This design comes from an exercise in tuning for small area and few clock cycles per item on the open sky130 flow, not from production work. Only simulation tests tie the RTL to the original design; equivalence was not proved.

Setup of violet:
// aes128_key_expansion
module aes128_key_expansion (
   input  wire logic         clock,
   input  wire logic         reset,
   input  wire logic         req_tvalid,
   output logic              req_tready,
   input  wire logic [127:0] req_tdata,
   output logic              rsp_tvalid,
   input  wire logic         rsp_tready,
   output logic [135:0]      rsp_tdata,
   output logic              rsp_tlast
);
==> flow/config.mk <==
export PLATFORM = sky130hd
export DESIGN_NAME = aes128_key_expansion
export DESIGN_NICKNAME = aes128_key_expansion
export VERILOG_FILES = /design/flow/design.v
export SDC_FILE = /design/flow/constraint.sdc
export NUM_CORES = 4
export LEC_CHECK = 0
export CAP_MARGIN = 20
export CORE_MARGIN = 2
export CORE_UTILIZATION = 40
export CTS_BUF_LIST = sky130_fd_sc_hd__clkbuf_4 sky130_fd_sc_hd__clkbuf_8
export SETUP_SLACK_MARGIN = -0.15
export SLEW_MARGIN = 20
==> flow/constraint.sdc <==
create_clock -name core_clock -period 5.3 [get_ports {clock}]
set_input_delay 1.0600 -clock core_clock [delete_from_list [all_inputs] [get_ports {clock}]]
set_output_delay 1.0600 -clock core_clock [all_outputs]
set_load 0.01 [all_outputs]
standard.sh (not shown) runs the stock make flow with config.mk's settings and CLKGATE_MAP_FILE= SYNTH_SCRIPT=/design/flow/synth_recipe.tcl, a recipe that flattens the netlist after the stock synthesis.
==> flow/flow/run.sh <==
#!/bin/bash
# Own flow: the standard layout with these changes:
#  - synthesis: the abc technology-mapping step uses flow/abc_area_nf.script
#    instead of ORFS's speed script (front end, flip-flop mapping, flatten and
#    rename are the standard ones);
#  - placement: every port still gets a buffer, but buffer_ports uses the
#    1x buffer (sky130_fd_sc_hd__buf_1) rather than the cell it picks itself;
#  - clock tree: clkbuf_4/clkbuf_8 only, larger sink clusters and no dummy
#    balancing loads;
#  - the resizer does not use the 4x buffer (flow/no_buf4.tcl, sourced at the
#    start of each OpenROAD step).
# Each tool's output goes to a log of its own: synth.log, layout.log, and
# ORFS's per-step logs under orfs/logs/.
set -euo pipefail
W=$PWD
cat flow/abc_override.tcl synth_recipe.tcl > my_synth.tcl
sed "s#$W/synth_recipe.tcl#$W/my_synth.tcl#g" standard.sh > my_standard.sh
grep -q my_synth.tcl my_standard.sh
export MY_ABC_SCRIPT=$W/flow/abc_area_nf.script
export BUFFER_PORTS_ARGS="-buffer_cell sky130_fd_sc_hd__buf_1"
export CTS_ARGS="-sink_clustering_enable -repair_clock_nets -dont_use_dummy_load -sink_clustering_size 30 -sink_clustering_max_diameter 80 -buf_list {sky130_fd_sc_hd__clkbuf_4 sky130_fd_sc_hd__clkbuf_8}"
bash my_standard.sh synth > synth.log 2>&1
for step in FLOORPLAN GLOBAL_PLACE RESIZE REPAIR_TIMING_POST_PLACE DETAIL_PLACE CTS GLOBAL_ROUTE DETAIL_ROUTE; do
  export PRE_${step}_TCL=$W/flow/no_buf4.tcl
done
bash my_standard.sh finish > layout.log 2>&1
==> flow/flow/abc_area_nf.script <==
strash
&get -n
&dch -f
&nf -p -R 50
&put
==> flow/flow/abc_override.tcl <==
# Prepended to synth_recipe.tcl: every liberty-mapping abc call uses an
# area-oriented mapping script (structural choices, then &nf area recovery)
# in place of ORFS's speed script. Registers are untouched (no -dff).
proc abc {args} {
  set i [lsearch -exact $args -script]
  if {$i >= 0} {
    set args [lreplace $args $i [expr {$i + 1}] -script $::env(MY_ABC_SCRIPT)]
  }
  yosys abc {*}$args
}
==> flow/flow/no_buf4.tcl <==
# Keep the resizer from using the 4x buffer for its own buffering (port
# buffers are set separately); smaller buffers are still available.
set_dont_use sky130_fd_sc_hd__buf_4
Every stage of the flow completed for violet, and the final layout passed the timing, design-rule and antenna checks.
Testbench counts of violet, summed over its fixed seeds: cycles 5,640, items 512.
The following lists how lagoon was set up differently from violet:
# violet
export LEC_CHECK = 0
export CAP_MARGIN = 20
export CORE_MARGIN = 2
export CORE_UTILIZATION = 40
export CTS_BUF_LIST = sky130_fd_sc_hd__clkbuf_4 sky130_fd_sc_hd__clkbuf_8
export SETUP_SLACK_MARGIN = -0.15
export SLEW_MARGIN = 20
create_clock -name core_clock -period 5.3 [get_ports {clock}]
# lagoon
export LEC_CHECK = 0
export CAP_MARGIN = 20
export CORE_MARGIN = 2
export CORE_UTILIZATION = 50
export CTS_BUF_LIST = sky130_fd_sc_hd__clkbuf_4 sky130_fd_sc_hd__clkbuf_8
export PLACE_DENSITY = 0.7
export SETUP_SLACK_MARGIN = -0.15
export SLEW_MARGIN = 20
create_clock -name core_clock -period 5.3 [get_ports {clock}]
## What came out
lagoon completed; timing, DRC and antenna clean. lagoon vs. violet: register-to-register slack went down by 0.08 ns. Detail-routed net length per standard cell of lagoon exceeds that of violet slightly. Of lagoon and violet, it is lagoon that has the lower smallest setup slack after layout.
The following lists how maple was set up differently from lagoon:
# lagoon
export LEC_CHECK = 0
export CAP_MARGIN = 20
export CORE_MARGIN = 2
export CORE_UTILIZATION = 50
export CTS_BUF_LIST = sky130_fd_sc_hd__clkbuf_4 sky130_fd_sc_hd__clkbuf_8
export PLACE_DENSITY = 0.7
export SETUP_SLACK_MARGIN = -0.15
export SLEW_MARGIN = 20
create_clock -name core_clock -period 5.3 [get_ports {clock}]
# maple
export LEC_CHECK = 0
export CAP_MARGIN = 20
export CORE_MARGIN = 2
export CORE_UTILIZATION = 40
export CTS_BUF_LIST = sky130_fd_sc_hd__clkbuf_4 sky130_fd_sc_hd__clkbuf_8
export SETUP_SLACK_MARGIN = -0.15
export SLEW_MARGIN = 20
create_clock -name core_clock -period 5.3 [get_ports {clock}]
==> flow/flow/abc_area_nf.script <==
strash
&get -n
&dch -f
&nf -p -R 30
&put
Notes after the runs:
No stage failed in maple, and the final checks on the layout all came back clean. Going from lagoon to maple, area growth from synthesis to final layout climbed 0.29 points, well tap count increased 90, effective utilization at floorplan shows a reduction of 11 points.
[inputs] juniper vs maple
# maple
export LEC_CHECK = 0
export CAP_MARGIN = 20
export CORE_MARGIN = 2
export CORE_UTILIZATION = 40
export CTS_BUF_LIST = sky130_fd_sc_hd__clkbuf_4 sky130_fd_sc_hd__clkbuf_8
export SETUP_SLACK_MARGIN = -0.15
export SLEW_MARGIN = 20
create_clock -name core_clock -period 5.3 [get_ports {clock}]
# juniper
export LEC_CHECK = 0
export CAP_MARGIN = 20
export CORE_MARGIN = 2
export CORE_UTILIZATION = 40
export CTS_BUF_LIST = sky130_fd_sc_hd__clkbuf_4 sky130_fd_sc_hd__clkbuf_8
export SLEW_MARGIN = 20
create_clock -name core_clock -period 5.3 [get_ports {clock}]
--- a/flow/flow/run.sh
+++ b/flow/flow/run.sh
@@ -25,2 +25,2 @@
 done
-bash my_standard.sh finish > layout.log 2>&1
+SKIP_INCREMENTAL_REPAIR=1 bash my_standard.sh finish > layout.log 2>&1
==> flow/flow/abc_area_nf.script <==
strash
&get -n
&dch -f
&nf -p -R 50
&put
### Flow results
- Ran to the end and failed final checks on negative setup slack: juniper.
- Endpoint required time on the critical path (higher): maple
- juniper vs maple on setup slack of the critical path after layout: juniper is the lower one.
- juniper vs maple: area of the die down by a few percent
- Utilization | juniper below maple

[afterwards: timing with drivers on the ports]
The results above use ideal ports. As a check the final layouts listed here were re-extracted and re-timed, cells and wires unchanged. Step 1: set_driving_cell puts a clkbuf_16 on clock and a buf_2 on each other input, an assumption about the parent block. Step 2 also shifts input and output timing later by t, the mid clock arrival at the registers, as if the neighbouring blocks saw the same clock. Slacks: ideal / step 1 / step 2; pairs: ideal / step 1.
run	shift t [ns]	setup slack, ns	hold WS [ns]	latest minus earliest clock arrival (ns)	pins driven straight from the clock port
violet	0.465	0.289 / 0.289 / 0.289	0.460 / 0.460 / 0.460	0.038 / 0.037	1
lagoon	0.476	0.211 / 0.211 / 0.211	0.464 / 0.464 / 0.464	0.031 / 0.031	1
maple	0.465	0.259 / 0.259 / 0.259	0.466 / 0.466 / 0.466	0.042 / 0.042	1
juniper	0.464	-0.001 / -0.001 / -0.001	0.462 / 0.462 / 0.462	0.037 / 0.037	1
